This design comes from an exercise in tuning for small area, a short achievable clock period and few clock cycles per item on the open sky130 flow, not from production work.
Where RTL was checked, it was by simulation tests only, not by an equivalence proof against the original.
Only the layout flow was run in run 5; the RTL was not checked for function there.
Power and IR drop assume default switching activity.

==> flow/design.v <==
module mult (
  input  logic [15:0] a_i,
  input  logic [7:0]  one_i,
  input  logic [7:0]  two_i,
  input  logic [7:0]  neg_i,
  output logic [15:0] s_o,
  output logic [15:0] c_o,
  output logic        c_lo_o
);
  logic [16:0] ax;
  logic [16:0] x0, x1, x2, x3, x4, x5, x6, x7;
  assign ax = {a_i[15], a_i};
  logic [7:0] nx;   
  assign nx = ~{x7[16], x6[16], x5[16], x4[16], x3[16], x2[16], x1[16], x0[16]};
  for (genvar j = 0; j < 17; j++) begin : g_pp0
    assign x0[j] = ((one_i[0] & ax[j]) | (two_i[0] & (j == 0 ? 1'b0 : ax[j == 0 ? 0 : j-1]))) ^ neg_i[0];
  end
  for (genvar j = 0; j < 17; j++) begin : g_pp1
    assign x1[j] = ((one_i[1] & ax[j]) | (two_i[1] & (j == 0 ? 1'b0 : ax[j == 0 ? 0 : j-1]))) ^ neg_i[1];
  end
  for (genvar j = 0; j < 17; j++) begin : g_pp2
    assign x2[j] = ((one_i[2] & ax[j]) | (two_i[2] & (j == 0 ? 1'b0 : ax[j == 0 ? 0 : j-1]))) ^ neg_i[2];
  end
  for (genvar j = 0; j < 17; j++) begin : g_pp3
    assign x3[j] = ((one_i[3] & ax[j]) | (two_i[3] & (j == 0 ? 1'b0 : ax[j == 0 ? 0 : j-1]))) ^ neg_i[3];
  end
  for (genvar j = 0; j < 17; j++) begin : g_pp4
    assign x4[j] = ((one_i[4] & ax[j]) | (two_i[4] & (j == 0 ? 1'b0 : ax[j == 0 ? 0 : j-1]))) ^ neg_i[4];
  end
  for (genvar j = 0; j < 17; j++) begin : g_pp5
    assign x5[j] = ((one_i[5] & ax[j]) | (two_i[5] & (j == 0 ? 1'b0 : ax[j == 0 ? 0 : j-1]))) ^ neg_i[5];
  end
  for (genvar j = 0; j < 17; j++) begin : g_pp6
    assign x6[j] = ((one_i[6] & ax[j]) | (two_i[6] & (j == 0 ? 1'b0 : ax[j == 0 ? 0 : j-1]))) ^ neg_i[6];
  end
  for (genvar j = 0; j < 17; j++) begin : g_pp7
    assign x7[j] = ((one_i[7] & ax[j]) | (two_i[7] & (j == 0 ? 1'b0 : ax[j == 0 ? 0 : j-1]))) ^ neg_i[7];
  end
  logic s1;
  logic k2;
  logic s3;
  logic k4;
  logic s5;
  logic k6;
  logic s7;
  logic k8;
  logic s9;
  logic k10;
  logic s11;
  logic k12;
  logic s13;
  logic k14;
  logic s15;
  logic k16;
  logic s17;
  logic k18;
  logic s19;
  logic k20;
  logic s21;
  logic k22;
  logic s23;
  logic k24;
  logic s25;
  logic k26;
  logic s27;
  logic k28;
  logic s29;
  logic k30;
  logic s31;
  logic k32;
  logic s33;
  logic k34;
  logic s35;
  logic k36;
  logic s37;
  logic k38;
  logic s39;
  logic k40;
  logic s41;
  logic k42;
  logic s43;
  logic k44;
  logic s45;
  logic k46;
  logic s47;
  logic k48;
  logic s49;
  logic k50;
  logic s51;
  logic k52;
  logic s53;
  logic k54;
  logic s55;
  logic k56;
  logic s57;
  logic k58;
  logic s59;
  logic k60;
  logic s61;
  logic k62;
  logic s63;
  logic k64;
  logic s65;
  logic k66;
  logic s67;
  logic k68;
  logic s69;
  logic k70;
  logic s71;
  logic k72;
  logic s73;
  logic k74;
  logic s75;
  logic k76;
  logic s77;
  logic k78;
  logic s79;
  logic k80;
  logic s81;
  logic k82;
  logic s83;
  logic k84;
  logic s85;
  logic k86;
  logic s87;
  logic k88;
  logic s89;
  logic k90;
  logic s91;
  logic k92;
  logic s93;
  logic k94;
  logic s95;
  logic k96;
  logic s97;
  logic k98;
  logic s99;
  logic k100;
  logic s101;
  logic k102;
  logic s103;
  logic k104;
  logic s105;
  logic k106;
  logic s107;
  logic k108;
  logic s109;
  logic k110;
  logic s111;
  logic k112;
  logic s113;
  logic k114;
  logic s115;
  logic k116;
  logic s117;
  logic k118;
  logic s119;
  logic k120;
  logic s121;
  logic k122;
  logic s123;
  logic k124;
  logic s125;
  logic k126;
  logic s127;
  logic k128;
  logic s129;
  logic k130;
  logic s131;
  logic k132;
  logic s133;
  logic k134;
  logic s135;
  logic k136;
  logic s137;
  logic k138;
  logic s139;
  logic k140;
  logic s141;
  logic k142;
  logic s143;
  logic k144;
  logic s145;
  logic k146;
  logic s147;
  logic k148;
  logic s149;
  logic k150;
  logic s151;
  logic k152;
  logic s153;
  logic k154;
  logic s155;
  logic k156;
  logic s157;
  logic k158;
  logic s159;
  logic k160;
  logic s161;
  logic k162;
  logic s163;
  logic k164;
  logic s165;
  logic k166;
  logic s167;
  logic k168;
  logic s169;
  logic k170;
  logic s171;
  logic k172;
  logic s173;
  logic k174;
  logic s175;
  logic k176;
  logic s177;
  logic k178;
  logic s179;
  logic k180;
  logic s181;
  logic k182;
  logic s183;
  logic k184;
  logic s185;
  logic k186;
  logic s187;
  logic k188;
  logic s189;
  logic k190;
  logic s191;
  logic k192;
  logic s193;
  logic k194;
  logic s195;
  logic s196;
  assign {k2, s1} = neg_i[5] + x0[10];
  assign {k4, s3} = x0[11] + x1[9];
  assign {k6, s5} = neg_i[6] + x0[12] + x1[10];
  assign {k8, s7} = x2[8] + x3[6];
  assign {k10, s9} = x0[13] + x1[11] + x2[9];
  assign {k12, s11} = x3[7] + x4[5];
  assign {k14, s13} = neg_i[7] + x0[14] + x1[12];
  assign {k16, s15} = x2[10] + x3[8] + x4[6];
  assign {k18, s17} = x5[4] + x6[2];
  assign {k20, s19} = x0[15] + x1[13] + x2[11];
  assign {k22, s21} = x3[9] + x4[7] + x5[5];
  assign {k24, s23} = x6[3] + x7[1];
  assign {k26, s25} = x0[16] + x1[14] + x2[12];
  assign {k28, s27} = x3[10] + x4[8] + x5[6];
  assign {k30, s29} = x6[4] + x7[2];
  assign {k32, s31} = x0[16] + x1[15] + x2[13];
  assign {k34, s33} = x3[11] + x4[9] + x5[7];
  assign {k36, s35} = x6[5] + x7[3];
  assign {k38, s37} = nx[0] + nx[1] + x2[14];
  assign {k40, s39} = x3[12] + x4[10] + x5[8];
  assign {k42, s41} = x6[6] + x7[4];
  assign {k44, s43} = 1'b1 + x2[15] + x3[13];
  assign {k46, s45} = x4[11] + x5[9] + x6[7];
  assign {k48, s47} = nx[2] + x3[14] + x4[12];
  assign {k50, s49} = 1'b1 + x3[15];
  assign {k52, s51} = neg_i[3] + x0[6];
  assign {k54, s53} = x0[7] + x1[5];
  assign {k56, s55} = neg_i[4] + x0[8] + x1[6];
  assign {k58, s57} = x2[4] + x3[2];
  assign {k60, s59} = x0[9] + x1[7] + x2[5];
  assign {k62, s61} = x3[3] + x4[1];
  assign {k64, s63} = x1[8] + x2[6] + x3[4];
  assign {k66, s65} = x4[2] + x5[0] + s1;
  assign {k68, s67} = x2[7] + x3[5] + x4[3];
  assign {k70, s69} = x5[1] + k2 + s3;
  assign {k72, s71} = x4[4] + x5[2] + x6[0];
  assign {k74, s73} = k4 + s7 + s5;
  assign {k76, s75} = x5[3] + x6[1] + k8;
  assign {k78, s77} = s11 + k6 + s9;
  assign {k80, s79} = x7[0] + k12 + s17;
  assign {k82, s81} = k10 + s13 + s15;
  assign {k84, s83} = k18 + s23 + k14;
  assign {k86, s85} = k16 + s19 + s21;
  assign {k88, s87} = k24 + s29 + k20;
  assign {k90, s89} = k22 + s25 + s27;
  assign {k92, s91} = k30 + s35 + k26;
  assign {k94, s93} = k28 + s31 + s33;
  assign {k96, s95} = k36 + s41 + k32;
  assign {k98, s97} = k34 + s37 + s39;
  assign {k100, s99} = x7[5] + k42 + k38;
  assign {k102, s101} = k40 + s43 + s45;
  assign {k104, s103} = x5[10] + x6[8] + x7[6];
  assign {k106, s105} = k44 + k46 + s47;
  assign {k108, s107} = x4[13] + x5[11] + x6[9];
  assign {k110, s109} = x7[7] + s49 + k48;
  assign {k112, s111} = nx[3] + x4[14] + x5[12];
  assign {k114, s113} = x6[10] + x7[8] + k50;
  assign {k116, s115} = neg_i[2] + x0[4];
  assign {k118, s117} = x0[5] + x1[3];
  assign {k120, s119} = x1[4] + x2[2] + x3[0];
  assign {k122, s121} = x2[3] + x3[1] + k52;
  assign {k124, s123} = x4[0] + k54 + s57;
  assign {k126, s125} = k58 + s61 + k56;
  assign {k128, s127} = k62 + k60 + s63;
  assign {k130, s129} = k64 + s67 + k66;
  assign {k132, s131} = k68 + s71 + k70;
  assign {k134, s133} = k72 + s75 + k74;
  assign {k136, s135} = k76 + s79 + k78;
  assign {k138, s137} = k80 + k82 + s83;
  assign {k140, s139} = k84 + k86 + s87;
  assign {k142, s141} = k88 + k90 + s91;
  assign {k144, s143} = k92 + k94 + s95;
  assign {k146, s145} = k96 + k98 + s99;
  assign {k148, s147} = s103 + k100 + k102;
  assign {k150, s149} = k104 + s107 + k106;
  assign {k152, s151} = k108 + s111 + s113;
  assign {k154, s153} = neg_i[1] + x0[2];
  assign {k156, s155} = x0[3] + x1[1];
  assign {k158, s157} = x1[2] + x2[0] + s115;
  assign {k160, s159} = x2[1] + k116 + s117;
  assign {k162, s161} = k118 + s51 + s119;
  assign {k164, s163} = s53 + k120 + s121;
  assign {k166, s165} = s55 + k122 + s123;
  assign {k168, s167} = s59 + k124 + s125;
  assign {k170, s169} = s65 + k126 + s127;
  assign {k172, s171} = s69 + k128 + s129;
  assign {k174, s173} = s73 + k130 + s131;
  assign {k176, s175} = s77 + k132 + s133;
  assign {k178, s177} = s81 + k134 + s135;
  assign {k180, s179} = s85 + k136 + s137;
  assign {k182, s181} = s89 + k138 + s139;
  assign {k184, s183} = s93 + k140 + s141;
  assign {k186, s185} = s97 + k142 + s143;
  assign {k188, s187} = s101 + k144 + s145;
  assign {k190, s189} = s105 + k146 + s147;
  assign {k192, s191} = s109 + k148 + s149;
  assign {k194, s193} = k110 + s151 + k150;
  assign s195 = 1'b1 ^ x4[15] ^ x5[13] ^ x6[11] ^ x7[9] ^ k112 ^ k114 ^ k152;
  assign s196 = k194;
  logic [7:0] lo_s, lo_co;
  bk_add #(.W(8)) u_lo (.a({k162, k160, k158, k156, k154, s153, x0[1], neg_i[0]}), .b({s163, s161, s159, s157, s155, x1[0], 1'b0, x0[0]}), .ci(1'b0), .s(lo_s), .co(lo_co));
  assign c_lo_o = lo_co[7];
  assign s_o = {s195, k192, k190, k188, k186, k184, k182, k180, k178, k176, k174, k172, k170, k168, k166, k164};
  assign c_o = {s196, s193, s191, s189, s187, s185, s183, s181, s179, s177, s175, s173, s171, s169, s167, s165};
endmodule
module bk_add #(
  parameter int W = 16
) (
  input  logic [W-1:0] a,
  input  logic [W-1:0] b,
  input  logic         ci,
  output logic [W-1:0] s,
  output logic [W-1:0] co
);
  logic [W-1:0] p0, g, p;
  always_comb begin
    p0 = a ^ b;
    g  = a & b;
    p  = p0;
    g[0] = g[0] | (p[0] & ci);
    for (int i = 1; (1 << i) <= W; i++) begin
      for (int j = (1 << i) - 1; j < W; j += (1 << i)) begin
        g[j] = g[j] | (p[j] & g[j - (1 << (i - 1))]);
        p[j] = p[j] & p[j - (1 << (i - 1))];
      end
    end
    for (int i = $clog2(W); i > 0; i--) begin
      for (int j = (1 << i) + (1 << (i - 1)) - 1; j < W; j += (1 << i)) begin
        g[j] = g[j] | (p[j] & g[j - (1 << (i - 1))]);
        p[j] = p[j] & p[j - (1 << (i - 1))];
      end
    end
  end
  assign co = g;
  assign s  = p0 ^ {g[W-2:0], ci};
endmodule
module mac_stream_seq (
  input  logic        clk,
  input  logic        rst,
  input  logic        in_valid,
  output logic        in_ready,
  input  logic [15:0] in_data,
  input  logic [15:0] in_weight,
  input  logic [15:0] bias,
  output logic        out_valid,
  input  logic        out_ready,
  output logic [15:0] out_res
);
  localparam int LEN   = 48;
  localparam int ACC_W = 22;
  logic [5:0]         cnt_q;
  logic               rdy_q;
  logic               nrdy_o_q, nov_o_q;   
  logic               arm_q;             
  logic               owe_q;             
  logic               f0_q, l0_q;
  logic [15:0]        a0_q, b_q;
  logic [7:0]         one0_q, two0_q, neg0_q;
  logic               f1_q, l1_q;
  logic [15:0]        s1_q, c1_q;
  logic               cl1_q;
  logic [15:0]        s_d, c_d;
  logic               cl_d;
  logic               f2_q, l2_q;
  logic [15:0]        p2_q;
  logic [ACC_W-1:0]   acc_q;
  logic               l3_q;
  logic               ov_q;
  logic [15:0]        res_q;
  logic        accept, first_in, last_in, inc, owe_d, last_d;
  logic [15:0] prod;
  logic [15:0] sat_res;
  logic [16:0] wx;
  logic [7:0]  one_d, two_d, neg_d;
  assign first_in = (cnt_q == 6'd0);
  assign last_in  = (cnt_q == 6'(LEN - 1));
  assign accept   = in_valid && rdy_q;
  assign inc      = accept && last_in;
  assign owe_d    = inc || (owe_q && !(ov_q && out_ready));
  assign last_d   = accept ? (cnt_q == 6'(LEN - 2)) : last_in;
  assign wx = {in_weight, 1'b0};
  always_comb begin
    for (int i = 0; i < 8; i++) begin
      one_d[i] = wx[2*i+1] ^ wx[2*i];
      two_d[i] = (wx[2*i+2] & ~wx[2*i+1] & ~wx[2*i]) | (~wx[2*i+2] & wx[2*i+1] & wx[2*i]);
      neg_d[i] = wx[2*i+2];
    end
  end
  mult u_mult (
    .a_i    (a0_q),
    .one_i  (one0_q),
    .two_i  (two0_q),
    .neg_i  (neg0_q),
    .s_o    (s_d),
    .c_o    (c_d),
    .c_lo_o (cl_d)
  );
  logic [15:0] prod_co;
  logic [ACC_W-1:0] acc_in, acc_s, acc_co;
  bk_add #(.W(16)) u_prod (.a(s1_q), .b(c1_q), .ci(cl1_q), .s(prod), .co(prod_co));
  assign acc_in = f2_q ? {{(ACC_W-16){b_q[15]}}, b_q} : acc_q;
  bk_add #(.W(ACC_W)) u_acc (.a(acc_in), .b({{(ACC_W-16){p2_q[15]}}, p2_q}), .ci(1'b0), .s(acc_s), .co(acc_co));
  always_comb begin
    if (acc_q[ACC_W-1:15] != {(ACC_W-15){acc_q[ACC_W-1]}})
      sat_res = acc_q[ACC_W-1] ? 16'h8000 : 16'h7FFF;
    else
      sat_res = acc_q[15:0];
  end
  always_ff @(posedge clk) begin
    a0_q   <= accept ? in_data : 16'd0;    
    one0_q <= one_d;
    two0_q <= two_d;
    neg0_q <= neg_d;
    if (arm_q) b_q <= bias;
    s1_q   <= s_d;
    c1_q   <= c_d;
    cl1_q  <= cl_d;
    p2_q   <= prod;
    acc_q  <= acc_s;
    if (l3_q) res_q <= sat_res;
  end
  always_ff @(posedge clk) begin
    if (rst) begin
      cnt_q <= '0;
      rdy_q <= 1'b1;
      nrdy_o_q <= 1'b0;
      nov_o_q  <= 1'b1;
      arm_q <= 1'b1;
      owe_q <= 1'b0;
      f0_q  <= 1'b0;
      l0_q  <= 1'b0;
      f1_q  <= 1'b0;
      l1_q  <= 1'b0;
      f2_q  <= 1'b0;
      l2_q  <= 1'b0;
      l3_q  <= 1'b0;
      ov_q  <= 1'b0;
    end else begin
      if (accept) cnt_q <= last_in ? 6'd0 : cnt_q + 6'd1;
      owe_q <= owe_d;
      rdy_q <= !(owe_d && last_d);
      nrdy_o_q <= owe_d && last_d;
      arm_q <= accept ? last_in : first_in;
      f0_q  <= accept && first_in;
      l0_q  <= inc;
      f1_q  <= f0_q;
      l1_q  <= l0_q;
      f2_q  <= f1_q;
      l2_q  <= l1_q;
      l3_q  <= l2_q;
      ov_q  <= l3_q || (ov_q && !out_ready);
      nov_o_q  <= !(l3_q || (ov_q && !out_ready));
    end
  end
  assign in_ready  = !nrdy_o_q;
  assign out_valid = !nov_o_q;
  assign out_res   = res_q;
endmodule
==> flow/flow/run.sh <==
#!/bin/bash
# Standard synthesis, then the standard layout with: port buffers of a fixed small cell type,
# and repair_timing aiming below the clock period (a larger setup slack margin).
set -euo pipefail
bash standard.sh synth > synth.log 2>&1
bash standard.sh SETUP_SLACK_MARGIN=6.8 'BUFFER_PORTS_ARGS=-buffer_cell sky130_fd_sc_hd__buf_1' finish > layout.log 2>&1
==> flow/standard.sh <==
#!/bin/bash
# synth_recipe.tcl (not shown) runs the flow's synth.tcl, then flattens the netlist and writes it again
# the make line also repeats each setting of config.mk as NAME=value (left out here)
make -C /OpenROAD-flow-scripts/flow DESIGN_CONFIG=/design/flow/config.mk WORK_HOME=/design/flow/orfs CLKGATE_MAP_FILE= SYNTH_SCRIPT=/design/flow/synth_recipe.tcl "${@:-finish}"
==> flow/config.mk <==
export PLATFORM = sky130hd
export DESIGN_NAME = mac_stream_seq
export DESIGN_NICKNAME = mac_stream_seq
export VERILOG_FILES = /design/flow/design.v
export SDC_FILE = /design/flow/constraint.sdc
export NUM_CORES = 4
export LEC_CHECK = 0
export CAP_MARGIN = 20
export CORE_MARGIN = 2
export CORE_UTILIZATION = 40
export CTS_BUF_LIST = sky130_fd_sc_hd__clkbuf_4 sky130_fd_sc_hd__clkbuf_8
export CTS_CLUSTER_DIAMETER = 25
export SLEW_MARGIN = 20
==> flow/constraint.sdc <==
create_clock -name core_clock -period 10.0 [get_ports {clk}]
set_input_delay 2.0000 -clock core_clock [delete_from_list [all_inputs] [get_ports {clk}]]
set_output_delay 2.0000 -clock core_clock [all_outputs]
set_load 0.01 [all_outputs]
==> results of run 1 <==
## cell families (layout without fill, tap and decap cells)
kind of cell	after synthesis	in the layout	synth area share, %
XOR/XNOR	152	152	12.7
adder cells (fa/ha/maj)	156	156	25.6
AND/OR/NAND/NOR	110	110	5.70
flip-flops	162	162	33.9
buffers and inverters	199	237	7.37
AO/OA/AOI/OAI	199	199	13.1
multiplexers	16	16	1.66
## report_power, final
| part | switching, uW | internal, uW |
|---|---|---|
| combinational | 757 | 653 |
| sequential | 137 | 890 |
| clock | 271 | 234 |
| total | 1170 | 1780 |
## per-stage QoR
stage	utilization (%)	setup slack (ns)	total power [uW]	std cells
floorplan	-	6.83	2120	994
finish	44.1	6.93	2940	1367
detailed placement	42.2	6.34	2480	1333
global route	44.1	6.81	3270	1367
global placement	42.2	6.38	2430	1333
CTS	44.0	6.79	2990	1366
## routing by layer
layer	track usage [%]	vias to the layer above	part of all wire [%]
met4	4.76	0	1.1
met2	25.9	162	46
met3	2.60	17	4.3
met1	22.0	3293	48
li1	-	3343	-
met5	0	-	0
## worst max-delay path, delay by kind of cell, from the launching register on
family / cells / cell delay [ns]
adders and majority gates: 4 / 1.88
buffers and inverters: 1 / 0.09
xor gates and xnor gates: 1 / 0.18
AOI/OAI and AO/OA: 1 / 0.15
DFF: 1 / 0.65
## sequential cells by signal, indices dropped and copies added (netlist names), 8 cells and up
name,count
acc_q,22
a0_q,16
b_q,16
c1_q,16
p2_q,16
res_q,16
s1_q,16
neg0_q,8
one0_q,8
two0_q,8
## timing repair
action	4_1_cts	5_1_grt
setup buffers	1	1
hold buffers	0	0
endpoints found under the setup margin	31	24
resized for setup	20	21
pin swaps	0	0
## final timing paths
path                     start               end  slack (ns)  cells past startpoint
min reg2reg    f0_q$_SDFF_PP0_   f1_q$_SDFF_PP0_        0.43                      1
max          two0_q[6]$_DFF_P_  c1_q[12]$_DFF_P_        6.93                      7
min            f0_q$_SDFF_PP0_   f1_q$_SDFF_PP0_        0.43                      1
max reg2reg  two0_q[6]$_DFF_P_  c1_q[12]$_DFF_P_        6.93                      7
## cell usage in the layout, fill, tap and decap left out, drive strengths merged, types with 5 or more instances in the layout
cell type and instances:
buf 78, dfxtp 130, o21a 6, nor2 11
edfxtp 32, a21oi 12, a21o 11, nand2b 9
nand3b 7, clkbuf 18, nand4 5, nor2b 8
nor3 5, fa 98, mux2i 5, and3 16
inv 132, xor2 83, clkinv 7, xnor2 69
nand2 38, ha 58, mux2 11, o21ai 43
a22oi 107
## layout make-up
cell class	instances	share of cell area [%]
multi-input combinational	633	54.0
clock inverter	14	1.52
sequential	162	31.7
clock buffer	18	2.11
timing repair buffer	78	2.86
tap	335	3.67
inverter	127	4.17
==> results_dict.tcl, run 1 <==
set metrics [dict create \
    synthesis.nets 1202 \
    postSynth.asyncResetShare_pct 0 \
    ys_seq_area_share_pct 33.9 \
    grt_first_pass_wirelength_um 35800 \
    setup_viol 0 \
    cts-buffers-inserted 17 \
    tightestPinTransition_ns 0.762 \
    port_buffers 69 \
    clk_pin_slew_ns 0.10 \
    diodes 0 \
    synth.most_common_cell "dfxtp_1" \
    die-area_sq_um 27600 \
    crit_path_end_kind "register" \
    finalWirelength_um 20900 \
    core_sq_um 25900 \
    grt_max_degree 19 \
    drt_iter0_markers 399 \
    finClkSkew_ns 0.0233 \
    crit_required_ns 10.34 \
    floorplan.initialDensity_pct 40.5 \
    drive_gt1_share_pct 9.21 \
    final-hold-violation-count 0 \
    hp-class "register to register" \
    drc 0 \
    seq_area_sq_um 3620 \
    area_growth_pct 8.85 \
    synth_edf_count 32 \
    yosysUniqueCellTypes 50 \
    dr.pass1.iters 7 \
    detail_route.wl_per_cell_um 15.3 \
    io_pins 70 \
    antenna_found_initial 0 \
    hpwl_um 15400 \
    status "no timing/DRC/antenna violations" \
    clock_path_buffers 2 \
    synth_common_cells "dfxtp_1, inv_1, a22oi_1" \
    grt_use_total_pct 15.9 \
    slowest_delay_ns 0.65 \
    rsz0062_at_grt "no" \
    drv_slew 0 \
    powerDensity_nw_per_um2 257 \
    num_vias 6815 \
    nFillCells 2447 \
    rows 59 \
    yosysTopAreaCellShare_pct 24.8 \
    htree_levels 4 \
    synthCells 994 \
    synth-main-ff-cell "dfxtp_1" \
    finalCritPeriodShare_pct 30.7 \
    yosys_warnings 4 \
    ant_nets 0 \
    grt_pass1_vias 7039 \
    dieHeight_um 166 \
    synth_largest_area_cell "dfxtp_1" \
    syn_area_sq_um 10500 \
    place.gp.congestion 0.804 \
    crit_slowest_cell "dfxtp_1" \
    final_cell_area_sq_um 11400 \
    synth.avg_cell_area_sq_um 10.6 \
    cts_tree "yes" \
    routed_via_density 4.99 \
    clock_latency_ns 0.47 \
    ys_top_cells_by_area "dfxtp_1, fa_1, edfxtp_1" \
    fin_setup_tns_ns 0 \
    multi_input_area_sq_um 6180 \
    clock-sinks 162 \
    nets 1227 \
    maxCapViolations 0 \
    whs_ns 0.434 \
    p_leak_uw 0.00472 \
    fmax_mhz 326 \
    die_w_um 166 \
    synth_seq_cells 162 \
    clock_tree.root_cell "clkbuf_8" \
    grt_overflow 0 \
    cpMostUsedCell "fa_1" \
    worstPathArrival_ns 3.41 \
    vdd_drop_max_mv 0.128 \
    path_max_fanout 11 \
    crit_chain "a22oi_1 > xnor2_1 > fa_1 > fa_1 > inv_1 > fa_1 > fa_1" \
    period_needed_ns 3.07 \
    place_area_sq_um 10900 \
    worstSetupStartpointType "register" \
    crit_type "register to register" \
    relSlewSlack_pct 49.1 \
]
Testbench counts, summed over its fixed seeds: cycles 15,400, items 320.
==> inputs of run 2 (changes only) <==
==> flow/flow/run.sh (replaced) <==
#!/bin/bash
# Standard synthesis, then the standard layout with: port buffers of a fixed small cell type,
# and repair_timing aiming below the clock period (a larger setup slack margin).
set -euo pipefail
bash standard.sh synth > synth.log 2>&1
bash standard.sh SETUP_SLACK_MARGIN=6.9 'BUFFER_PORTS_ARGS=-buffer_cell sky130_fd_sc_hd__buf_1' finish > layout.log 2>&1
--- a/flow/config.mk
+++ b/flow/config.mk
@@ -10,4 +10,5 @@
 export CORE_UTILIZATION = 40
 export CTS_BUF_LIST = sky130_fd_sc_hd__clkbuf_4 sky130_fd_sc_hd__clkbuf_8
 export CTS_CLUSTER_DIAMETER = 25
+export PLACE_DENSITY = 0.5
 export SLEW_MARGIN = 20
==> results_dict.tcl, run 2 <==
set metrics [dict create \
    fmax_mhz 333 \
    path_max_fanout 16 \
    powerDensity_nw_per_um2 261 \
    multi_input_area_sq_um 6230 \
    synth-main-ff-cell "dfxtp_1" \
    dieHeight_um 166 \
    final_common_cell "inv_1" \
    routed_via_density 4.97 \
    yosysTopAreaCellShare_pct 24.8 \
    nets 1232 \
    min_from "l0_q$_SDFF_PP0_" \
    p_leak_uw 0.00477 \
    clk_pin_slew_ns 0.10 \
    ys_seq_area_share_pct 33.9 \
    nFillCells 2494 \
    grt_first_pass_wirelength_um 37900 \
    crit_path_end_kind "register" \
    grt_pass1_vias 7273 \
    worstHoldEndpoint "l1_q$_SDFF_PP0_" \
    synth_top_family_by_area "adder cells" \
    grt_overflow 0 \
    tightestPinTransition_ns 0.839 \
    die_w_um 166 \
    syn_area_sq_um 10500 \
    period_needed_ns 3.01 \
    finalCritPeriodShare_pct 30.1 \
    drive_gt1_share_pct 10.7 \
    clock_tree.root_cell "clkbuf_8" \
    final-hold-violation-count 0 \
    clock_path_buffers 2 \
    synth_edf_count 32 \
    worstPathArrival_ns 3.35 \
    layout_common_cells "inv_1, a22oi_1, fa_1" \
    drc 0 \
    synthCells 994 \
    regMostFlops "acc_q" \
    reg2reg_to "c1_q[8]$_DFF_P_" \
    hp-class "register to register" \
    cts_tree "yes" \
    io_pins 70 \
    ctsHoldBuffers 0 \
    cts-buffers-inserted 17 \
    place.gp.congestion 0.794 \
    clock-sinks 162 \
    finClkSkew_ns 0.0175 \
    drv_slew 0 \
    grt_max_degree 19 \
    synthesis.nets 1202 \
    synth_largest_area_cell "dfxtp_1" \
    crit_required_ns 10.35 \
    detail_route.wl_per_cell_um 16.2 \
    drt_iter0_markers 470 \
    port_buffers 69 \
    seq_area_sq_um 3660 \
    synth.avg_cell_area_sq_um 10.6 \
    ys_top_cells_by_area "dfxtp_1, fa_1, edfxtp_1" \
    p_total_uw 3020 \
    core_sq_um 25900 \
    finalWirelength_um 22200 \
    relSlewSlack_pct 44.0 \
    synth_seq_cells 162 \
    synth.most_common_cell "dfxtp_1" \
    setup_viol 0 \
    num_vias 6813 \
    fin_setup_tns_ns 0 \
    synth_common_cells "dfxtp_1, inv_1, a22oi_1" \
    whs_ns 0.444 \
    dr.pass1.iters 5 \
    rsz0062_at_grt "yes" \
    grt_use_total_pct 17.0 \
    hold_depth 1 \
    yosysUniqueCellTypes 50 \
    synth-simple-area-share_pct 5.70 \
    yosys_warnings 4 \
    synthMuxAreaShare_pct 1.66 \
    status "no timing/DRC/antenna violations" \
    synth_compound_area_share_pct 13.1 \
    antenna_found_initial 0 \
    rows 59 \
    clock_latency_ns 0.47 \
    maxCapViolations 0 \
    vdd_drop_max_mv 0.106 \
    area_growth_pct 10.4 \
    largest_register_ffs 22 \
    floorplan.initialDensity_pct 40.5 \
    ff2ff_setup_slack_ns 6.99 \
    worstReg2RegStart "a0_q[4]$_SDFF_PN0_" \
    reg2regPathDepth 7 \
    diodes 0 \
    postSynth.asyncResetShare_pct 0 \
    crit_type "register to register" \
    ant_nets 0 \
    final_cell_area_sq_um 11600 \
    htree_levels 4 \
    synth_xor_xnor_area_share_pct 12.7 \
    hpwl_um 16000 \
    synthAdderAreaFrac_pct 25.6 \
    worstSetupStartpointType "register" \
    die-area_sq_um 27600 \
    place_area_sq_um 10900 \
]
-- run 2: report_power, final --
part           internal (uW)  total [uW]  switching [uW]
clock network            255         535             280
registers                889        1030             144
logic                    683        1460             773
total                   1830        3020            1200
-- run 2: how the worst max path moves through the flow --
stage,startpoint,endpoint,slack (ns),depth (start not counted)
global placement,in_valid,cnt_q[5]$_SDFFE_PP0P_,6.30,5
detailed placement,in_valid,cnt_q[5]$_SDFFE_PP0P_,6.24,5
floorplan,two0_q[2]$_DFF_P_,c1_q[13]$_DFF_P_,6.89,9
finish,a0_q[4]$_SDFF_PN0_,c1_q[8]$_DFF_P_,6.99,7
global route,a0_q[4]$_SDFF_PN0_,c1_q[8]$_DFF_P_,6.86,7
CTS,two0_q[0]$_DFF_P_,c1_q[9]$_DFF_P_,6.90,7
-- run 2: final cells by class --
class,count,share of cell area [%]
timing repair buffer,83,3.25
multi-input combinational,633,53.7
clock buffer,17,2.02
clock inverter,15,1.74
tap,335,3.61
sequential,162,31.6
inverter,127,4.11
-- run 2: layer usage --
metal,GRT usage (%),routed length (um),share of wire [%],vias to the layer above
met2,28.7,10600,48,141
met3,3.24,819,3.7,18
met1,22.7,10500,48,3298
li1,-,-,-,3356
met5,0,0,0,-
met4,4.39,237,1.1,0
-- run 2: metrics by stage --
stage                     worst slack (ns)  utilization, %  cells
final                                 6.99            44.8   1372
after global routing                  6.86            44.8   1372
after CTS                             6.90            44.1   1365
after detailed placement              6.24            42.2   1331
after global placement                6.30            42.2   1331
after floorplan                       6.89               -    994
-- run 2: worst max-delay path, stage by stage (launching register included) --
cell and delay, ns:
dfxtp_2 0.58, a22oi_1 0.14, xor2_1 0.19, fa_1 0.52
fa_1 0.46, inv_1 0.09, fa_1 0.43, fa_1 0.48
-- run 2: cell families (layout without fill, tap and decap cells) --
kind of cell	count (synthesis)	after routing
AND/OR/NAND/NOR	110	110
XOR/XNOR	152	152
adder cells (fa/ha/maj)	156	156
multiplexers	16	16
flip-flops	162	162
AO/OA/AOI/OAI	199	199
buffers and inverters	199	242
-- run 2: timing repair --
item,4_1_cts,5_1_grt
setup endpoints to repair,44,21
pin swaps,0,4
setup buffers,2,7
gates cloned,0,0
gates resized for setup,39,34
==> inputs of run 3 (changes only) <==
--- a/flow/config.mk
+++ b/flow/config.mk
@@ -10,5 +10,5 @@
 export CORE_UTILIZATION = 40
 export CTS_BUF_LIST = sky130_fd_sc_hd__clkbuf_4 sky130_fd_sc_hd__clkbuf_8
 export CTS_CLUSTER_DIAMETER = 25
-export PLACE_DENSITY = 0.5
+export GPL_ROUTABILITY_DRIVEN = 0
 export SLEW_MARGIN = 20
==> results_dict.tcl, run 3 <==
set metrics [dict create \
    status "no timing/DRC/antenna violations" \
    layout_common_cells "inv_1, a22oi_1, fa_1" \
    synthesis.nets 1202 \
    pwr-share-comb_pct 48.6 \
    grt_max_degree 19 \
    final-hold-violation-count 0 \
    clock_tree.root_cell "clkbuf_8" \
    diodes 0 \
    drive_gt1_share_pct 9.58 \
    p_total_uw 2920 \
    synth_common_cells "dfxtp_1, inv_1, a22oi_1" \
    cts-buffers-inserted 17 \
    hpwl_um 15400 \
    powerDensity_nw_per_um2 254 \
    synthCells 994 \
    slowest_delay_ns 0.38 \
    rows 59 \
    worstPathArrival_ns 0.98 \
    finClkSkew_ns 0.0198 \
    synth-main-ff-cell "dfxtp_1" \
    crit_family "flip-flops" \
    fin_util_pct 44.3 \
    antenna_found_initial 0 \
    floorplan.initialDensity_pct 40.5 \
    io_pins 70 \
    die_w_um 166 \
    whs_ns 0.446 \
    regMostFlops "acc_q" \
    die-area_sq_um 27600 \
    grt_overflow 0 \
    yosys_warnings 4 \
    hp-class "register to register" \
    clk_pin_slew_ns 0.10 \
    grt_first_pass_wirelength_um 36100 \
    core_sq_um 25900 \
    path_max_fanout 1 \
    area_growth_pct 9.30 \
    yosysUniqueCellTypes 50 \
    crit_type "register to primary output" \
    num_vias 6916 \
    worst-path-buf-inv 1 \
    p_clk_share_pct 16.2 \
    dr.pass1.iters 6 \
    drc 0 \
    seqPwrFrac_pct 35.2 \
    crit_path_end_kind "primary output" \
    hold_depth 1 \
    syn_area_sq_um 10500 \
    setup_viol 0 \
    crit_chain "buf_1" \
    cp_num_cells 1 \
    ys_top_cells_by_area "dfxtp_1, fa_1, edfxtp_1" \
    nFillCells 2477 \
    p_sw_share_pct 40.6 \
    port_buffers 69 \
    clock_path_buffers 2 \
    final_common_cell "inv_1" \
    htree_levels 4 \
    grt_use_total_pct 16.1 \
    synth.avg_cell_area_sq_um 10.6 \
    grt_pass1_vias 7093 \
    drv_slew 0 \
    cts_tree "yes" \
    crit_required_ns 8.00 \
    nets 1228 \
    crit_slowest_cell "edfxtp_1" \
    ys_seq_area_share_pct 33.9 \
    fin_setup_tns_ns 0 \
    synth_seq_cells 162 \
    relSlewSlack_pct 46.1 \
    maxCapViolations 0 \
    routed_via_density 5.06 \
    clock_latency_ns 0.47 \
    switchingPower_uw 1190 \
    yosysTopAreaCellShare_pct 24.8 \
    rsz0062_at_grt "yes" \
    ant_nets 0 \
    p_int_uw 1730 \
    fmax_mhz 335 \
    synth.most_common_cell "dfxtp_1" \
    worstSetupStartpointType "register" \
    detail_route.wl_per_cell_um 15.3 \
    period_needed_ns 2.98 \
    tightestPinTransition_ns 0.809 \
    finalCritPeriodShare_pct 29.8 \
    largest_register_ffs 22 \
    p_leak_uw 0.00471 \
    postSynth.asyncResetShare_pct 0 \
    synth_largest_area_cell "dfxtp_1" \
    finalWirelength_um 20900 \
    reg2regPathDepth 10 \
    drt_iter0_markers 455 \
    vdd_drop_max_mv 0.101 \
    dieHeight_um 166 \
    synth_edf_count 32 \
    clock-sinks 162 \
    ctsHoldBuffers 0 \
]
-- run 3: cell counts after synthesis --
Identical to the previous run, type by type.
-- run 3: final timing paths --
path                 startpoint           endpoint  slack, ns
min             l0_q$_SDFF_PP0_    l1_q$_SDFF_PP0_       0.45
max reg2reg     f2_q$_SDFF_PP0_  acc_q[19]$_DFF_P_       7.02
min reg2reg     l0_q$_SDFF_PP0_    l1_q$_SDFF_PP0_       0.45
max          res_q[0]$_DFFE_PP_         out_res[0]       7.02
-- run 3: cell type report --
class,instances,area (sq um),share of cell area [%]
clock buffer,17,234,2.04
clock inverter,15,163,1.42
inverter,127,477,4.15
multi-input combinational,633,6190,53.9
sequential,162,3660,31.8
tap,335,419,3.65
timing repair buffer,79,342,2.97
-- run 3: metal layers --
metal | global-route usage [%] | vias to the layer above | part of all wire, % | wire length (um)
met5 | 0 | - | 0 | 0
li1 | - | 3349 | - | -
met1 | 22.3 | 3361 | 48 | 9990
met2 | 26.2 | 186 | 46 | 9690
met3 | 2.98 | 20 | 4.5 | 946
met4 | 4.20 | 0 | 1.3 | 267
-- run 3: what timing repair did --
item / in CTS / in global routing
endpoints found under the setup margin: 38 / 22
resized for setup: 38 / 25
buffers inserted: 1 / 3
pin swaps: 0 / 1
-- run 3: logic make-up (layout without fill, tap and decap cells) --
group / count (synthesis) / in the layout / synth area share (%)
DFF: 162 / 162 / 33.9
xor gates and xnor gates: 152 / 152 / 12.7
adders and majority gates: 156 / 156 / 25.6
muxes: 16 / 16 / 1.66
AOI/OAI and AO/OA: 199 / 199 / 13.1
and+or+nand+nor: 110 / 110 / 5.70
buffers and inverters: 199 / 238 / 7.37
-- run 3: per-stage QoR --
step | instances | instance area, sq um | worst slack [ns]
detailed placement | 1332 | 10900 | 6.35
finish | 1368 | 11500 | 7.02
global placement | 1332 | 10900 | 6.37
CTS | 1365 | 11400 | 6.91
floorplan | 994 | 10500 | 6.89
global route | 1368 | 11500 | 6.88
-- run 3: power by group through the flow --
stage | clock (uW) | combinational, uW | sequential [uW]
after floorplan | 0 | 1150 | 976
after global placement | 0 | 1390 | 1040
after detailed placement | 0 | 1440 | 1040
after CTS | 494 | 1450 | 1030
after global routing | 522 | 1670 | 1050
final | 475 | 1420 | 1030
==> inputs of run 4 (changes only) <==
--- a/flow/config.mk
+++ b/flow/config.mk
@@ -10,5 +10,4 @@
 export CORE_UTILIZATION = 40
 export CTS_BUF_LIST = sky130_fd_sc_hd__clkbuf_4 sky130_fd_sc_hd__clkbuf_8
 export CTS_CLUSTER_DIAMETER = 25
-export GPL_ROUTABILITY_DRIVEN = 0
 export SLEW_MARGIN = 20
==> results_dict.tcl, run 4 <==
set metrics [dict create \
    finalCritPeriodShare_pct 29.8 \
    dr.pass1.iters 6 \
    num_vias 6916 \
    synthesis.nets 1202 \
    crit_family "flip-flops" \
    multi_input_area_sq_um 6190 \
    yosysUniqueCellTypes 50 \
    crit_path_end_kind "primary output" \
    seq_area_sq_um 3660 \
    worst-path-buf-inv 1 \
    drt_iter0_markers 455 \
    layout_common_cells "inv_1, a22oi_1, fa_1" \
    core_sq_um 25900 \
    rows 59 \
    worstPathArrival_ns 0.98 \
    synth_seq_cells 162 \
    switchingPower_uw 1190 \
    antenna_found_initial 0 \
    hpwl_um 15400 \
    status "no timing/DRC/antenna violations" \
    setup_viol 0 \
    place.gp.congestion 0.801 \
    drive_gt1_share_pct 9.58 \
    path_max_fanout 1 \
    setup_ws_ns 7.02 \
    period_needed_ns 2.98 \
    port_buffers 69 \
    crit_required_ns 8.00 \
    crit_type "register to primary output" \
    synth.avg_cell_area_sq_um 10.6 \
    synth_edf_count 32 \
    fin_setup_tns_ns 0 \
    synth-main-ff-cell "dfxtp_1" \
    detail_route.wl_per_cell_um 15.3 \
    nFillCells 2477 \
    ff2ff_setup_slack_ns 7.02 \
    rsz0062_at_grt "yes" \
    maxCapViolations 0 \
    synth.most_common_cell "dfxtp_1" \
    syn_area_sq_um 10500 \
    synth_largest_area_cell "dfxtp_1" \
    die-area_sq_um 27600 \
    slowest_delay_ns 0.38 \
    reg2regPathDepth 10 \
    ys_seq_area_share_pct 33.9 \
    yosys_warnings 4 \
    p_leak_uw 0.00471 \
    cts-buffers-inserted 17 \
    clock_tree.root_cell "clkbuf_8" \
    min_from "l0_q$_SDFF_PP0_" \
    final-hold-violation-count 0 \
    stdcell_count 1368 \
    io_pins 70 \
    grt_max_degree 19 \
    whs_ns 0.446 \
    p_int_uw 1730 \
    drv_slew 0 \
    worstHoldEndpoint "l1_q$_SDFF_PP0_" \
    cts_tree "yes" \
    regMostFlops "acc_q" \
    final_common_cell "inv_1" \
    yosysTopAreaCellShare_pct 24.8 \
    pwr-share-comb_pct 48.6 \
    routed_via_density 5.06 \
    finClkSkew_ns 0.0198 \
    diodes 0 \
    drc 0 \
    reg2reg_to "acc_q[19]$_DFF_P_" \
    fmax_mhz 335 \
    hold_depth 1 \
    worstReg2RegStart "f2_q$_SDFF_PP0_" \
    ys_top_cells_by_area "dfxtp_1, fa_1, edfxtp_1" \
    die_w_um 166 \
    nets 1228 \
    area_growth_pct 9.30 \
    placed_cells 1332 \
    pre_cts_ws_ns 6.35 \
    grt_use_total_pct 16.1 \
    tightestPinTransition_ns 0.809 \
    clock_path_buffers 2 \
    postSynth.asyncResetShare_pct 0 \
    worstSetupStartpointType "register" \
    seqPwrFrac_pct 35.2 \
    dieHeight_um 166 \
    ant_nets 0 \
    largest_register_ffs 22 \
    synth_common_cells "dfxtp_1, inv_1, a22oi_1" \
    clock_latency_ns 0.47 \
    synthCells 994 \
    grt_overflow 0 \
    htree_levels 4 \
    hp-class "register to register" \
    p_sw_share_pct 40.6 \
    p_total_uw 2920 \
    finalWirelength_um 20900 \
    crit_chain "buf_1" \
    clk_pin_slew_ns 0.10 \
    p_clk_share_pct 16.2 \
    vdd_drop_max_mv 0.101 \
    clock-sinks 162 \
    relSlewSlack_pct 46.1 \
    powerDensity_nw_per_um2 254 \
    floorplan.initialDensity_pct 40.5 \
    grt_pass1_vias 7093 \
    crit_slowest_cell "edfxtp_1" \
    grt_first_pass_wirelength_um 36100 \
]
-- run 4: kinds of logic (layout without fill, tap and decap cells) --
family                     after synthesis  count (layout)  synth area share [%]
xor gates and xnor gates               152             152                  12.7
adders and majority gates              156             156                  25.6
and+or+nand+nor                        110             110                  5.70
muxes                                   16              16                  1.66
buffers and inverters                  199             238                  7.37
DFF                                    162             162                  33.9
AOI/OAI and AO/OA                      199             199                  13.1
-- run 4: routing by layer --
layer,wire (um),global-route usage [%],share of wire (%),vias up
met2,9690,26.2,46,186
li1,-,-,-,3349
met5,0,0,0,-
met4,267,4.20,1.3,0
met1,9990,22.3,48,3361
met3,946,2.98,4.5,20
-- run 4: final cells by class --
cell class	count	share of cell area [%]
inverters	127	4.15
flip-flops and latches	162	31.8
well taps	335	3.65
multi-input cells	633	53.9
clock inverters	15	1.42
clock buffers	17	2.04
repair buffers	79	2.97
-- run 4: power by group through the flow --
stage / registers [uW] / logic [uW] / clock network, uW
global route: 1050 / 1670 / 522
finish: 1030 / 1420 / 475
detailed placement: 1040 / 1440 / 0
floorplan: 976 / 1150 / 0
CTS: 1030 / 1450 / 494
global placement: 1040 / 1390 / 0
-- run 4: repair_timing --
item / 4_1_cts / 5_1_grt
setup endpoints to repair: 38 / 22
cloned: 0 / 0
hold buffers: 0 / 0
pin swaps: 0 / 1
buffers inserted: 1 / 3
gates resized for setup: 38 / 25
-- run 4: metrics by stage --
stage	area (sq um)	utilization [%]
5_1_grt	11500	44.3
4_1_cts	11400	44.0
3_5_place_dp	10900	42.2
6_report	11500	44.3
2_1_floorplan	10500	-
3_3_place_gp	10900	42.2
-- run 4: worst max path at each step --
stage / from / endpoint / slack [ns] / cells past startpoint
detailed placement: f2_q$_SDFF_PP0_ / acc_q[21]$_DFF_P_ / 6.35 / 11
finish: res_q[0]$_DFFE_PP_ / out_res[0] / 7.02 / 1
CTS: neg0_q[0]$_DFF_P_ / c1_q[9]$_DFF_P_ / 6.91 / 6
global placement: f2_q$_SDFF_PP0_ / acc_q[21]$_DFF_P_ / 6.37 / 11
floorplan: two0_q[2]$_DFF_P_ / c1_q[13]$_DFF_P_ / 6.89 / 9
global route: f2_q$_SDFF_PP0_ / acc_q[21]$_DFF_P_ / 6.88 / 11
==> inputs of run 5 (changes only) <==
--- a/flow/design.v
+++ b/flow/design.v
@@ -396,6 +396,7 @@
   logic [15:0]        s_d, c_d;
   logic               cl_d;
   logic               f2_q, l2_q;
+  logic               nf2_q;             
   logic [15:0]        p2_q;
   logic [ACC_W-1:0]   acc_q;
   logic               l3_q;
@@ -432,7 +433,8 @@
   logic [15:0] prod_co;
   logic [ACC_W-1:0] acc_in, acc_s, acc_co;
   bk_add #(.W(16)) u_prod (.a(s1_q), .b(c1_q), .ci(cl1_q), .s(prod), .co(prod_co));
-  assign acc_in = f2_q ? {{(ACC_W-16){b_q[15]}}, b_q} : acc_q;
+  assign acc_in[10:0]       = f2_q ? b_q[10:0] : acc_q[10:0];
+  assign acc_in[ACC_W-1:11] = nf2_q ? acc_q[ACC_W-1:11] : {{(ACC_W-16){b_q[15]}}, b_q[15:11]};
   bk_add #(.W(ACC_W)) u_acc (.a(acc_in), .b({{(ACC_W-16){p2_q[15]}}, p2_q}), .ci(1'b0), .s(acc_s), .co(acc_co));
   always_comb begin
     if (acc_q[ACC_W-1:15] != {(ACC_W-15){acc_q[ACC_W-1]}})
@@ -466,6 +468,7 @@
       f1_q  <= 1'b0;
       l1_q  <= 1'b0;
       f2_q  <= 1'b0;
+      nf2_q <= 1'b1;
       l2_q  <= 1'b0;
       l3_q  <= 1'b0;
       ov_q  <= 1'b0;
@@ -480,6 +483,7 @@
       f1_q  <= f0_q;
       l1_q  <= l0_q;
       f2_q  <= f1_q;
+      nf2_q <= !f1_q;
       l2_q  <= l1_q;
       l3_q  <= l2_q;
       ov_q  <= l3_q || (ov_q && !out_ready);
==> results_dict.tcl, run 5 <==
set metrics [dict create \
    status "no timing/DRC/antenna violations" \
    synth_top_family_by_area "adder cells" \
    path_max_fanout 13 \
    p_clk_share_pct 16.5 \
    die_w_um 166 \
    drc 0 \
    switchingPower_uw 1170 \
    ys_seq_area_share_pct 34.1 \
    period_needed_ns 2.99 \
    setup_ws_ns 7.01 \
    crit_type "register to register" \
    grtUsageMet3_pct 3.36 \
    hpwl_um 15600 \
    fmax_mhz 334 \
    drv_slew 0 \
    synth_seq_cells 163 \
    hp-class "register to register" \
    layout_common_cells "inv_1, a22oi_1, fa_1" \
    grt_max_degree 19 \
    worstPathArrival_ns 3.40 \
    tightestPinTransition_ns 0.812 \
    synth_largest_area_cell "dfxtp_1" \
    port_buffers 69 \
    grt.busiest_layer "met2" \
    worstSetupStartpointType "register" \
    synthMuxAreaShare_pct 1.65 \
    relSlewSlack_pct 45.8 \
    yosys_warnings 4 \
    p_sw_share_pct 40.4 \
    drive_gt1_share_pct 9.55 \
    clock_path_buffers 2 \
    p_leak_uw 0.00471 \
    ctsHoldBuffers 0 \
    grt_pass1_vias 7040 \
    clk_pin_slew_ns 0.10 \
    placed_cells 1335 \
    p_int_uw 1730 \
    synthCells 1001 \
    pwr-share-comb_pct 47.5 \
    fin_setup_tns_ns 0 \
    dr.pass1.iters 5 \
    synth_common_cells "dfxtp_1, inv_1, a22oi_1" \
    detail_route.wl_per_cell_um 15.4 \
    clock_tree.root_cell "clkbuf_8" \
    finalWirelength_um 21200 \
    synth_edf_count 32 \
    place.gp.congestion 0.834 \
    stdcell_count 1372 \
    num_vias 6899 \
    dieHeight_um 166 \
    drt_iter0_markers 575 \
    grt_use_total_pct 16.2 \
    use_met2_pct 26.5 \
    regMostFlops "acc_q" \
    maxCapViolations 0 \
    synth_xor_xnor_area_share_pct 12.7 \
    synth.avg_cell_area_sq_um 10.5 \
    finalCritPeriodShare_pct 29.9 \
    floorplan.initialDensity_pct 40.6 \
    htree_levels 4 \
    largest_register_ffs 22 \
    cts-buffers-inserted 17 \
    ys_top_cells_by_area "dfxtp_1, fa_1, edfxtp_1" \
    rows 59 \
    clock-sinks 163 \
    met1_usage_pct 21.5 \
    clock_latency_ns 0.47 \
    io_pins 70 \
    yosysTopAreaCellShare_pct 24.9 \
    die-area_sq_um 27600 \
    cts_tree "yes" \
    grt_first_pass_wirelength_um 36100 \
    area_growth_pct 8.93 \
    synth-simple-area-share_pct 6.20 \
    pre_cts_ws_ns 6.50 \
    synth_compound_area_share_pct 12.5 \
    synthAdderAreaFrac_pct 25.5 \
    grt_overflow 0 \
    powerDensity_nw_per_um2 253 \
    syn_area_sq_um 10500 \
    ant_nets 0 \
    final_common_cell "inv_1" \
    yosysUniqueCellTypes 47 \
    final-hold-violation-count 0 \
    synth-main-ff-cell "dfxtp_1" \
    synth.most_common_cell "dfxtp_1" \
    postSynth.asyncResetShare_pct 0 \
    diodes 0 \
    finClkSkew_ns 0.0160 \
    synthesis.nets 1209 \
    vdd_drop_max_mv 0.103 \
    crit_required_ns 10.41 \
    setup_viol 0 \
    whs_ns 0.444 \
    crit_path_end_kind "register" \
    nets 1232 \
    antenna_found_initial 0 \
    rsz0062_at_grt "no" \
    routed_via_density 5.03 \
    seqPwrFrac_pct 36.0 \
    core_sq_um 25900 \
]
==> run 5: cell types whose count changed after synthesis, moves of 3 or more <==
cell / change
o21ai_1: -24
nand2_1: +15
buf_2: -3
o21ai_0: +20
==> run 5: layout make-up <==
cell class / instances / area (sq um)
clock buffers: 17 / 234
flip-flops and latches: 163 / 3680
fillers: 2464 / 14500
inverters: 123 / 462
repair buffers: 76 / 312
well taps: 335 / 419
clock inverters: 15 / 163
multi-input cells: 643 / 6190
==> run 5: worst paths after layout <==
check	startpoint	to	slack, ns	depth (start not counted)
max	a0_q[11]$_SDFF_PN0_	c1_q[13]$_DFF_P_	7.01	7
min	l0_q$_SDFF_PP0_	l1_q$_SDFF_PP0_	0.44	1
max reg2reg	a0_q[11]$_SDFF_PN0_	c1_q[13]$_DFF_P_	7.01	7
min reg2reg	l0_q$_SDFF_PP0_	l1_q$_SDFF_PP0_	0.44	1
==> run 5: power by group through the flow <==
| stage | logic [uW] | registers (uW) | clock network (uW) |
|---|---|---|---|
| 3_3_place_gp | 1340 | 1060 | 0 |
| 6_report | 1380 | 1040 | 478 |
| 5_1_grt | 1650 | 1070 | 524 |
| 3_5_place_dp | 1390 | 1060 | 0 |
| 4_1_cts | 1410 | 1050 | 497 |
| 2_1_floorplan | 1140 | 984 | 0 |
==> run 5: critical path: stages, from the launching register on <==
cell and delay, ns:
dfxtp_2 0.51, a22oi_1 0.15, xor2_1 0.18, fa_1 0.52, inv_1 0.05, fa_1 0.47, fa_1 0.52, fa_1 0.54
==> run 5: cell families after synthesis <==
kind of cell | Yosys count
compound gates | 192
xor+xnor | 152
fa+ha+maj | 156
buf+inv | 195
flops | 163
mux | 16
simple gates | 127
==> run 5: timing repair <==
item / 4_1_cts / 5_1_grt
pin swaps: 1 / 1
endpoints found under the setup margin: 35 / 22
gates resized for setup: 37 / 29
setup buffers: 1 / 4
==> run 5: layer usage <==
metal | vias up | part of all wire [%]
met5 | - | 0
met2 | 196 | 47
met4 | 0 | 1.6
li1 | 3351 | -
met3 | 24 | 6.0
met1 | 3328 | 45
==> run 5: through the flow <==
step           total power (uW)  utilization [%]  area (sq um)
2_1_floorplan              2120                -         10500
3_3_place_gp               2400             42.1         10900
3_5_place_dp               2460             42.1         10900
4_1_cts                    2950             43.8         11400
5_1_grt                    3250             44.2         11500
6_report                   2900             44.2         11500
==> inputs of run 6 (changes only) <==
--- a/flow/design.v
+++ b/flow/design.v
@@ -443,10 +443,10 @@
       sat_res = acc_q[15:0];
   end
   always_ff @(posedge clk) begin
-    a0_q   <= accept ? in_data : 16'd0;    
-    one0_q <= one_d;
-    two0_q <= two_d;
-    neg0_q <= neg_d;
+    a0_q   <= in_data;
+    one0_q <= accept ? one_d : 8'd0;
+    two0_q <= accept ? two_d : 8'd0;
+    neg0_q <= accept ? neg_d : 8'd0;
     if (arm_q) b_q <= bias;
     s1_q   <= s_d;
     c1_q   <= c_d;
--- a/flow/config.mk
+++ b/flow/config.mk
@@ -9,5 +9,6 @@
 export CORE_MARGIN = 2
 export CORE_UTILIZATION = 40
 export CTS_BUF_LIST = sky130_fd_sc_hd__clkbuf_4 sky130_fd_sc_hd__clkbuf_8
-export CTS_CLUSTER_DIAMETER = 25
+export CTS_CLUSTER_DIAMETER = 40
+export CTS_CLUSTER_SIZE = 20
 export SLEW_MARGIN = 20
==> results_dict.tcl, run 6 <==
set metrics [dict create \
    status "no timing/DRC/antenna violations" \
    maxCapViolations 0 \
    yosys_warnings 4 \
    die-area_sq_um 27600 \
    clk_pin_slew_ns 0.11 \
    floorplan.initialDensity_pct 40.5 \
    yosysUniqueCellTypes 52 \
    drc 0 \
    ys_seq_area_share_pct 34.0 \
    detail_route.wl_per_cell_um 16.1 \
    nets 1229 \
    finalCritPeriodShare_pct 30.0 \
    drive_gt1_share_pct 10.3 \
    ctsHoldBuffers 0 \
    clock-sinks 163 \
    diodes 0 \
    final-hold-violation-count 0 \
    synth-main-ff-cell "dfxtp_1" \
    worstReg2RegStart "f2_q$_SDFF_PP0_" \
    dr.pass1.iters 6 \
    pre_cts_ws_ns 6.49 \
    ys_top_cells_by_area "dfxtp_1, fa_1, edfxtp_1" \
    finalWirelength_um 22000 \
    clock_path_buffers 2 \
    nFillCells 2537 \
    routed_via_density 5.03 \
    antenna_found_initial 0 \
    synth_edf_count 32 \
    final_common_cell "inv_1" \
    slowest_delay_ns 0.40 \
    multi_input_area_sq_um 6190 \
    synth.avg_cell_area_sq_um 10.6 \
    clock_latency_ns 0.47 \
    crit_type "register to primary output" \
    cts_tree "yes" \
    grt_use_total_pct 16.6 \
    place.gp.congestion 0.844 \
    place_area_sq_um 10900 \
    fin_setup_tns_ns 0 \
    grt_overflow 0 \
    regMostFlops "acc_q" \
    grt_first_pass_wirelength_um 37100 \
    grt_max_degree 19 \
    finClkSkew_ns 0.0247 \
    crit_path_end_kind "primary output" \
    crit_family "flip-flops" \
    largest_register_ffs 22 \
    worst-path-buf-inv 1 \
    area_growth_pct 9.17 \
    io_pins 70 \
    fmax_mhz 333 \
    seq_area_sq_um 3680 \
    worstSetupStartpointType "register" \
    synth.most_common_cell "dfxtp_1" \
    final_cell_area_sq_um 11500 \
    period_needed_ns 3.00 \
    hpwl_um 15900 \
    yosysTopAreaCellShare_pct 24.9 \
    synth_largest_area_cell "dfxtp_1" \
    ant_nets 0 \
    path_max_fanout 1 \
    p_total_uw 2870 \
    vdd_drop_max_mv 0.135 \
    clock_tree.root_cell "clkbuf_8" \
    synth_seq_cells 163 \
    syn_area_sq_um 10500 \
    layout_common_cells "inv_1, a22oi_1, fa_1" \
    tightestPinTransition_ns 0.846 \
    die_w_um 166 \
    dieHeight_um 166 \
    port_buffers 69 \
    crit_slowest_cell "edfxtp_1" \
    htree_levels 4 \
    relSlewSlack_pct 43.5 \
    rows 59 \
    rsz0062_at_grt "yes" \
    min_from "l0_q$_SDFF_PP0_" \
    setup_ws_ns 7.00 \
    setup_viol 0 \
    crit_chain "buf_1" \
    p_leak_uw 0.00474 \
    cts-buffers-inserted 17 \
    num_vias 6887 \
    whs_ns 0.451 \
    synthesis.nets 1205 \
    worstPathArrival_ns 1.00 \
    core_sq_um 26000 \
    drt_iter0_markers 636 \
    synthCells 997 \
    crit_start "res_q[14]$_DFFE_PP_" \
    powerDensity_nw_per_um2 250 \
    crit_required_ns 8.00 \
    synth_common_cells "dfxtp_1, inv_1, a22oi_1" \
    postSynth.asyncResetShare_pct 0 \
    hp-class "register to register" \
    drv_slew 0 \
    grt_pass1_vias 7055 \
]
## run 6: metal layers
layer  share of wire, %  vias to the layer above  GRT usage [%]
met2                 46                      215           26.1
li1                   -                     3335              -
met1                 47                     3305           23.3
met5                  0                        -              0
met4                1.8                        0           5.55
met3                5.2                       32           2.65
## run 6: worst paths after layout
kind | end | slack (ns) | cells past startpoint
worst min-delay path | l1_q$_SDFF_PP0_ | 0.45 | 1
worst min register to register | l1_q$_SDFF_PP0_ | 0.45 | 1
worst max-delay path | out_res[14] | 7.00 | 1
worst max register to register | acc_q[19]$_DFF_P_ | 7.01 | 10
## run 6: final cells by class
type / instances / area share [%]
Tap cell: 335 / 3.65
Timing Repair Buffer: 78 / 2.85
Sequential cell: 163 / 32.0
Clock inverter: 15 / 1.69
Clock buffer: 17 / 2.04
Multi-Input combinational cell: 641 / 53.9
Inverter: 120 / 3.92
## run 6: where the power goes
part	internal, uW	switching (uW)
logic	625	708
registers	886	141
clock network	214	295
total	1730	1140
## run 6: repair_timing
action / 4_1_cts / 5_1_grt
setup endpoints to repair: 36 / 25
buffers inserted: 0 / 5
resized for setup: 37 / 24
pin swaps: 1 / 1
## run 6: metrics by stage
stage               std cells  util, %
floorplan                 997        -
global placement         1332     42.0
detailed placement       1332     42.0
CTS                      1364     43.9
global route             1369     44.2
finish                   1369     44.2
## run 6: cell families (layout without fill, tap and decap cells)
logic type / count (synthesis) / in the layout / share of synthesized area [%]
AOI/OAI and AO/OA: 188 / 188 / 12.4
xor gates and xnor gates: 154 / 154 / 12.8
adders and majority gates: 156 / 156 / 25.5
buffers and inverters: 193 / 230 / 7.30
DFF: 163 / 163 / 34.0
muxes: 16 / 16 / 1.65
and+or+nand+nor: 127 / 127 / 6.26
Testbench counts of run 6, summed over its fixed seeds: cycles 15,400, items 320.
==> inputs of run 7 (changes only) <==
--- a/flow/config.mk
+++ b/flow/config.mk
@@ -9,6 +9,5 @@
 export CORE_MARGIN = 2
 export CORE_UTILIZATION = 40
 export CTS_BUF_LIST = sky130_fd_sc_hd__clkbuf_4 sky130_fd_sc_hd__clkbuf_8
-export CTS_CLUSTER_DIAMETER = 40
-export CTS_CLUSTER_SIZE = 20
+export CTS_CLUSTER_DIAMETER = 25
 export SLEW_MARGIN = 20
==> results_dict.tcl, run 7 <==
set metrics [dict create \
    status "no timing/DRC/antenna violations" \
    drt_iter0_markers 636 \
    grt_pass1_vias 7055 \
    maxCapViolations 0 \
    worstSetupStartpointType "register" \
    tightestPinTransition_ns 0.846 \
    cp_num_cells 1 \
    synth.avg_cell_area_sq_um 10.6 \
    hpwl_um 15900 \
    dr.pass1.iters 6 \
    grt_first_pass_wirelength_um 37100 \
    reg2reg_to "acc_q[19]$_DFF_P_" \
    path_max_fanout 1 \
    yosys_warnings 4 \
    floorplan.initialDensity_pct 40.5 \
    die-area_sq_um 27600 \
    clock-sinks 163 \
    synth_common_cells "dfxtp_1, inv_1, a22oi_1" \
    crit_family "flip-flops" \
    ys_seq_area_share_pct 34.0 \
    regMostFlops "acc_q" \
    synthCells 997 \
    finClkSkew_ns 0.0247 \
    synth.most_common_cell "dfxtp_1" \
    area_growth_pct 9.17 \
    rsz0062_at_grt "yes" \
    rows 59 \
    cts_tree "yes" \
    ys_top_cells_by_area "dfxtp_1, fa_1, edfxtp_1" \
    crit_chain "buf_1" \
    crit_required_ns 8.00 \
    drv_slew 0 \
    antenna_found_initial 0 \
    synth_edf_count 32 \
    synth_largest_area_cell "dfxtp_1" \
    synthesis.nets 1205 \
    diodes 0 \
    clk_pin_slew_ns 0.11 \
    layout_common_cells "inv_1, a22oi_1, fa_1" \
    slowest_delay_ns 0.40 \
    reg2regPathDepth 10 \
    cts-buffers-inserted 17 \
    whs_ns 0.451 \
    drc 0 \
    vdd_drop_max_mv 0.135 \
    syn_area_sq_um 10500 \
    grt_max_degree 19 \
    synth-main-ff-cell "dfxtp_1" \
    htree_levels 4 \
    crit_start "res_q[14]$_DFFE_PP_" \
    grt_use_total_pct 16.6 \
    clock_path_buffers 2 \
    period_needed_ns 3.00 \
    crit_path_end_kind "primary output" \
    nets 1229 \
    num_vias 6887 \
    worstPathArrival_ns 1.00 \
    ant_nets 0 \
    worst-path-buf-inv 1 \
    crit_path_end "out_res[14]" \
    detail_route.wl_per_cell_um 16.1 \
    setup_viol 0 \
    finalWirelength_um 22000 \
    hp-class "register to register" \
    io_pins 70 \
    ff2ff_setup_slack_ns 7.01 \
    clock_tree.root_cell "clkbuf_8" \
    ctsHoldBuffers 0 \
    grt_overflow 0 \
    crit_slowest_cell "edfxtp_1" \
    drive_gt1_share_pct 10.3 \
    powerDensity_nw_per_um2 250 \
    port_buffers 69 \
    clock_latency_ns 0.47 \
    relSlewSlack_pct 43.5 \
    die_w_um 166 \
    core_sq_um 26000 \
    dieHeight_um 166 \
    yosysUniqueCellTypes 52 \
    synth_seq_cells 163 \
    place.gp.congestion 0.844 \
    yosysTopAreaCellShare_pct 24.9 \
    worstReg2RegStart "f2_q$_SDFF_PP0_" \
    finalCritPeriodShare_pct 30.0 \
    final-hold-violation-count 0 \
    fmax_mhz 333 \
    largest_register_ffs 22 \
    crit_type "register to primary output" \
    final_common_cell "inv_1" \
    fin_setup_tns_ns 0 \
    p_leak_uw 0.00474 \
    postSynth.asyncResetShare_pct 0 \
    routed_via_density 5.03 \
]
-- run 7: worst min path at each step --
stage	startpoint	endpoint	slack, ns	cells past startpoint
floorplan	f1_q$_SDFF_PP0_	nf2_q$_SDFF_PP1_	0.38	1
global placement	l2_q$_SDFF_PP0_	l3_q$_SDFF_PP0_	0.43	1
detailed placement	l2_q$_SDFF_PP0_	l3_q$_SDFF_PP0_	0.43	1
CTS	l1_q$_SDFF_PP0_	l2_q$_SDFF_PP0_	0.46	1
global route	l0_q$_SDFF_PP0_	l1_q$_SDFF_PP0_	0.48	1
finish	l0_q$_SDFF_PP0_	l1_q$_SDFF_PP0_	0.45	1
-- run 7: kinds of logic (layout without fill, tap and decap cells) --
logic type      Yosys count  count (layout)  share of synthesized area [%]
flops                   163             163                           34.0
simple gates            127             127                           6.26
compound gates          188             188                           12.4
xor+xnor                154             154                           12.8
buf+inv                 193             230                           7.30
mux                      16              16                           1.65
fa+ha+maj               156             156                           25.5
-- run 7: area by class of cell --
cell class | count | area, sq um
Fill cell | 2537 | 14500
Sequential cell | 163 | 3680
Multi-Input combinational cell | 641 | 6190
Tap cell | 335 | 419
Clock inverter | 15 | 194
Timing Repair Buffer | 78 | 328
Inverter | 120 | 450
Clock buffer | 17 | 234
-- run 7: layer usage --
layer / track usage [%] / up-vias / share of wire, %
met5: 0 / - / 0
met4: 5.55 / 0 / 1.8
met3: 2.65 / 32 / 5.2
met2: 26.1 / 215 / 46
met1: 23.3 / 3305 / 47
li1: - / 3335 / -
-- run 7: power breakdown --
part	internal (uW)	switching (uW)
clock	214	295
sequential	886	141
combinational	625	708
-- run 7: repair_timing --
action,in CTS,in global routing
setup endpoints to repair,36,25
pin swaps,1,1
setup buffers,0,5
gates resized for setup,37,24
-- run 7: metrics by stage --
| stage | util [%] | instance area (sq um) | worst slack, ns | cells | total power, uW |
|---|---|---|---|---|---|
| global route | 44.2 | 11500 | 6.84 | 1369 | 3200 |
| finish | 44.2 | 11500 | 7.00 | 1369 | 2870 |
| CTS | 43.9 | 11400 | 6.90 | 1364 | 2910 |
| floorplan | - | 10500 | 6.90 | 997 | 2080 |
| global placement | 42.0 | 10900 | 6.53 | 1332 | 2330 |
| detailed placement | 42.0 | 10900 | 6.49 | 1332 | 2380 |

-- separate check: timing with driven ports --
Ports are ideal in the flow. The routed layouts listed here were re-timed in OpenROAD. Step 1: set_driving_cell puts a clkbuf_16 on clk and a buf_2 on each other input, an assumption about the parent block. Step 2 adds t to the input delays and takes it off the output delays; t is the mean of the earliest and latest rising clock arrival at the registers after step 1. Input paths then give back, and output paths get back, about the clock's delay inside the block. Three values: no drivers, after step 1, after step 2; two values: the first two.
run	shift t [ns]	slack for setup (ns)	worst data-port slew with drivers (ns)
run 1	0.500	6.932 / 6.932 / 6.579	0.04
run 2	0.507	6.993 / 6.955 / 6.536	0.04
run 3	0.506	7.017 / 6.971 / 6.591	0.03
run 4	0.506	7.017 / 6.971 / 6.591	0.03
run 5	0.506	7.006 / 6.967 / 6.575	0.03
run 6	0.501	6.997 / 6.957 / 6.668	0.03
run 7	0.501	6.997 / 6.957 / 6.668	0.03
After both steps setup and hold are still met in every run listed. For run 2, which loses most, drivers alone change the setup slack by -0.038 ns; drivers and shift together by -0.457 ns.
